This is an optimization exercise on Yosys and OpenROAD, whose aim is small area, a short achievable clock period and few clock cycles, not a production implementation.
Function was checked by simulation only, so behaviour that the tests miss may differ from the original.
No activity file was given, so power comes from the tool's default toggle rates.

// matrix_mac_top
module matrix_mac_top
#(
  parameter int MATRIX_DIM = 4,
  parameter int ELEM_W     = 16
)
(
  input  logic                                    dca_port_11,
  input  logic                                    dca_port_17,
  input  logic                                    i_start,
  input  logic                                    i_clear,
  input  logic [1:0]                              i_opcode,
  input  logic                                    i_init_acc,
  input  logic [MATRIX_DIM-1:0]                   i_row_mask,
  input  logic [MATRIX_DIM-1:0]                   i_col_mask,
  input  logic [mac_pkg::STEP_W-1:0]              i_steps,
  input  logic [MATRIX_DIM*MATRIX_DIM*ELEM_W-1:0] i_lhs,
  input  logic [MATRIX_DIM*MATRIX_DIM*ELEM_W-1:0] i_rhs,
  output logic                                    o_busy,
  output logic                                    o_step_req,
  output logic                                    o_done,
  output logic [MATRIX_DIM*MATRIX_DIM*ELEM_W-1:0] o_result
);
Size: about 8000 cells after synthesis, ~790 I/O pins.
export LEC_CHECK = 0
export CAP_MARGIN = 20
export CORE_MARGIN = 2
export CORE_UTILIZATION = 40
export SETUP_SLACK_MARGIN = 2.0
export SLEW_MARGIN = 20
create_clock -name core_clock -period 8.0 [get_ports {dca_port_11}]
standard.sh (not shown) runs the stock make flow with config.mk's settings and CLKGATE_MAP_FILE= SYNTH_SCRIPT=/design/flow/synth_recipe.tcl, a recipe that flattens the netlist after the stock synthesis.
==> flow/flow/run.sh <==
#!/bin/bash
# Layout flow: the standard flow (standard.sh) with two changes.
#  1. The port buffers are buf_1 cells instead of the clkdlybuf4s50_1 delay
#     cells that buffer_ports picks by default; every port still gets one.
#  2. After the standard synthesis (run unchanged), fa_polarity.py re-chooses
#     the polarity of each full-adder cell (a full adder is self-dual) so that
#     fewer inverters sit between them. Registers and all other cells are kept.
#     simeq.py compares the netlists by random simulation of every register
#     input and output; if they differ, the standard netlist is used as is.
set -euo pipefail
export BUFFER_PORTS_ARGS="-buffer_cell sky130_fd_sc_hd__buf_1"
R=orfs/results/${FLOW_PLATFORM}/matrix_mac_top/base
LIB=${FLOW_HOME}/platforms/${FLOW_PLATFORM}/lib/sky130_fd_sc_hd__tt_025C_1v80.lib

bash standard.sh synth > standard_synth.log 2>&1
cp "$R/1_2_yosys.v" "$R/1_2_yosys_standard.v"
if python3 flow/fa_polarity.py "$R/1_2_yosys_standard.v" polarity.v > fa_polarity.log 2>&1 &&
   python3 flow/simeq.py "$LIB" "$R/1_2_yosys_standard.v" polarity.v > simeq.log 2>&1; then
  cp polarity.v "$R/1_2_yosys.v"
  rm -f "$R/1_synth.odb" "$R/1_synth.sdc"
else
  echo "polarity step not used" >> fa_polarity.log
fi
bash standard.sh > standard_flow.log 2>&1
Other scripts of this flow, unchanged in this note and not shown: flow/flow/fa_polarity.py, flow/flow/simeq.py
Testbench counts at the start, summed over its fixed seeds: cycles 7,501.
Rerun with:
--- a/flow/flow/run.sh
+++ b/flow/flow/run.sh
@@ -2,3 +2,3 @@
 # Layout flow: the standard flow (standard.sh) with two changes.
-#  1. The port buffers are buf_1 cells instead of the clkdlybuf4s50_1 delay
+#  1. The port buffers are buf_2 cells instead of the clkdlybuf4s50_1 delay
 #     cells that buffer_ports picks by default; every port still gets one.
@@ -10,3 +10,3 @@
 set -euo pipefail
-export BUFFER_PORTS_ARGS="-buffer_cell sky130_fd_sc_hd__buf_1"
+export BUFFER_PORTS_ARGS="-buffer_cell sky130_fd_sc_hd__buf_2"
 R=orfs/results/${FLOW_PLATFORM}/matrix_mac_top/base
Settings changed: CAP_MARGIN 20 to 10, SLEW_MARGIN 20 to 10.
Worst setup slack is better by 0.071 ns.
Sequential share of layout area is about the same.
Register-to-register slack gains 0.07 ns.
Hold slack gains 0.011 ns.
Synthesized area does not change.
Rerun with:
Settings changed: CAP_MARGIN 10 to 20, PLACE_DENSITY set to 0.75, SLEW_MARGIN 10 to 20.
What happened: The changed run finished clean; setup slack got worse by 0.043 ns; core utilization came out higher by 0.47 points; worst hold slack gets worse by 0.0082 ns; count of clock-buffer cells in the layout decreases by 7; wire length rises by 3.5%; design area rises by 1.0%; combinational power goes up by about 4%; power grows by 2.2%; sequential cell count does not change; global-route usage grows by 0.84 points; synthesized area is unchanged.


Setup of run E:
matrix_mac_top, a different RTL version from the one above (not shown whole).
For scale: roughly 790 I/O pins.
==> flow/design.v (excerpt) <==
module matrix_mac_top
#(
  parameter int MATRIX_DIM = 4,
  parameter int ELEM_W     = 16
)
(
  input  logic                                    dca_port_11,
  input  logic                                    dca_port_17,
  input  logic                                    i_start,
  input  logic                                    i_clear,
  input  logic [1:0]                              i_opcode,
  input  logic                                    i_init_acc,
  input  logic [MATRIX_DIM-1:0]                   i_row_mask,
  input  logic [MATRIX_DIM-1:0]                   i_col_mask,
  input  logic [mac_pkg::STEP_W-1:0]              i_steps,
  input  logic [MATRIX_DIM*MATRIX_DIM*ELEM_W-1:0] i_lhs,
  input  logic [MATRIX_DIM*MATRIX_DIM*ELEM_W-1:0] i_rhs,
  output logic                                    o_busy,
  output logic                                    o_step_req,
  output logic                                    o_done,
  output logic [MATRIX_DIM*MATRIX_DIM*ELEM_W-1:0] o_result
);
  logic                             run;
  logic                             first;
  logic [1:0]                       inst_opcode;
  logic                             inst_init_acc;
  logic [MATRIX_DIM*MATRIX_DIM-1:0] inst_elem_en;
  mac_seq mac_seq_i
  (
    .dca_port_11 (dca_port_11),
  ...
make LEC_CHECK=0 CAP_MARGIN=5 CORE_MARGIN=2 CORE_UTILIZATION=65 SLEW_MARGIN=5 finish   # period 8.0 ns
run.sh (not shown) runs the stock make flow with config.mk's settings and CLKGATE_MAP_FILE= SYNTH_SCRIPT=/design/flow/synth_recipe.tcl, a recipe that flattens the netlist after the stock synthesis.
Stock flow here: none of the scripts above is used.
Testbench counts of run E, summed over its fixed seeds: cycles 7,501.
Changes in run D relative to run E:
- CAP_MARGIN: 5 -> 20
- SLEW_MARGIN: 5 -> 20
- CORE_UTILIZATION: 65 -> 40
### Flow results
- Delta (run D minus run E): count of clock-buffer cells in the layout now larger, count of cell instances traversed by the critical path shows an increase of 4, routing usage on met2 now sits lower, antenna cell count +11, cell area now sits higher.
- The wire length on met2 in run D is 1.2 times that in run E.
- The CTS buffer count of run D is higher than that of run E.
- Run D contains fewer vias than run E.
- NOTE: wire length of the first global-routing pass in run D exceeds that of run E
- Run E -> run D: distinct cell type count of the synthesized netlist delta 0, exact match
- Setup slack in run D is larger than in run E.


matrix_mac_top with an RTL version that a note above also has.
For scale: ~8,000 cells after synthesis, ~790 I/O pins, roughly 77,000 µm² of cells after synthesis.
export LEC_CHECK = 0
export CAP_MARGIN = 20
export CORE_MARGIN = 2
export CORE_UTILIZATION = 40
export CTS_BUF_LIST = sky130_fd_sc_hd__clkbuf_4 sky130_fd_sc_hd__clkbuf_8
export CTS_CLUSTER_SIZE = 20
export SETUP_SLACK_MARGIN = 2.0
export SLEW_MARGIN = 20
create_clock -name core_clock -period 8.0 [get_ports {dca_port_11}]
standard.sh (not shown) runs the stock make flow with config.mk's settings and CLKGATE_MAP_FILE= SYNTH_SCRIPT=/design/flow/synth_recipe.tcl, a recipe that flattens the netlist after the stock synthesis.
==> flow/flow/run.sh <==
#!/bin/bash
# Layout flow: the standard flow (standard.sh) with two changes.
#  1. The port buffers are buf_2 cells instead of the clkdlybuf4s50_1 delay
#     cells that buffer_ports picks by default; every port still gets one.
#  2. After the standard synthesis (run unchanged), fa_polarity.py re-chooses
#     the polarity of each full-adder cell (a full adder is self-dual) so that
#     fewer inverters sit between them. Registers and all other cells are kept.
#     simeq.py compares the netlists by random simulation of every register
#     input and output; if they differ, the standard netlist is used as is.
set -euo pipefail
export BUFFER_PORTS_ARGS="-buffer_cell sky130_fd_sc_hd__buf_2"
R=orfs/results/${FLOW_PLATFORM}/matrix_mac_top/base
LIB=${FLOW_HOME}/platforms/${FLOW_PLATFORM}/lib/sky130_fd_sc_hd__tt_025C_1v80.lib

bash standard.sh synth > standard_synth.log 2>&1
cp "$R/1_2_yosys.v" "$R/1_2_yosys_standard.v"
if python3 flow/fa_polarity.py "$R/1_2_yosys_standard.v" polarity.v > fa_polarity.log 2>&1 &&
   python3 flow/simeq.py "$LIB" "$R/1_2_yosys_standard.v" polarity.v > simeq.log 2>&1; then
  cp polarity.v "$R/1_2_yosys.v"
  rm -f "$R/1_synth.odb" "$R/1_synth.sdc"
else
  echo "polarity step not used" >> fa_polarity.log
fi
bash standard.sh > standard_flow.log 2>&1
Other scripts of this flow, unchanged in this note and not shown: flow/flow/fa_polarity.py, flow/flow/simeq.py
The starting point passed the timing, design-rule and antenna checks.
Testbench counts at the start, summed over its fixed seeds: cycles 7,501.
Change:
--- a/flow/config.mk
+++ b/flow/config.mk
@@ -11,3 +11,2 @@
-export CTS_BUF_LIST = sky130_fd_sc_hd__clkbuf_4 sky130_fd_sc_hd__clkbuf_8
-export CTS_CLUSTER_SIZE = 20
-export SETUP_SLACK_MARGIN = 2.0
+export GPL_TIMING_DRIVEN = 0
+export SETUP_SLACK_MARGIN = 1.5
Effect: Routed wire length goes up by about 27%; cell area rose by 2.4%; clock-buffer cell count went down by 41; power came out higher by 11%; die area stays the same.
Change:
--- a/flow/config.mk
+++ b/flow/config.mk
@@ -10,3 +10,2 @@
-export CORE_UTILIZATION = 40
-export GPL_TIMING_DRIVEN = 0
-export SETUP_SLACK_MARGIN = 1.5
+export CORE_UTILIZATION = 50
+export SETUP_SLACK_MARGIN = 2.0
After rerunning: The changed run finished clean; wire length drops by 24%; synthesized cell count stays the same; clock-buffer cell count is unchanged; sequential share of layout area went up by 0.28 points; clock skew went down by 12 ps; critical path depth drops by 1; synthesized area is unchanged.
Change:
--- a/flow/config.mk
+++ b/flow/config.mk
@@ -10,2 +10,2 @@
-export CORE_UTILIZATION = 50
-export SETUP_SLACK_MARGIN = 2.0
+export CORE_UTILIZATION = 40
+export SETUP_SLACK_MARGIN = 2.25
- The changed run passed the timing, design-rule and antenna checks
- register-to-register slack improved by 240 ps
- via count goes up by 2.4%
- flip-flop and latch count stays the same
- synthesized cell count is unchanged

separate check: timing with driven ports:
In the flow no input, the clock included, has a driving cell. The finished layouts below were timed again as built, in two steps.
Step 1 sets driving cells, clkbuf_16 on the clock port and buf_2 on the other inputs (assumed; they add their load-dependent delay and slew).
Step 2 times the ports against the registers' clock, not the clock port: input delays grow and output delays shrink by t, the midpoint of the rising clock arrivals with the driver on.
Three values: ideal ports, drivers, drivers and shift; two values: the first two.
run | t (ns) | slack for setup (ns) | worst setup path after step 2 | worst data-port slew with drivers (ns) | cell pins on the clock port's net
the first run of note 1 | 0.826 | 1.962 / 2.015 / 1.189 | input to register | 0.24 | 1
the second run of note 1 | 0.804 | 2.034 / 1.923 / 1.118 | input to register | 0.32 | 1
the third run of note 1 | 0.805 | 1.991 / 1.965 / 1.160 | input to register | 0.33 | 1
run E | 0.752 | 0.542 / 0.603 / -0.149 | input to register | 0.23 | 1
run D | 0.817 | 0.713 / 0.763 / -0.053 | input to register | 0.24 | 1
the first run of note 3 | 0.957 | 2.033 / 2.040 / 1.084 | input to register | 0.29 | 1
the second run of note 3 | 0.843 | 1.437 / 1.437 / 0.739 | input to register | 0.28 | 1
the third run of note 3 | 0.777 | 1.995 / 2.055 / 1.282 | input to register | 0.28 | 1
the fourth run of note 3 | 0.814 | 2.261 / 2.234 / 1.420 | input to register | 0.39 | 1
Met with ideal ports but missed after step 2: setup timing in run E and run D. The setup slack of the first run of note 3, which loses most, moves by +0.007 ns with the drivers and by -0.949 ns with both steps.
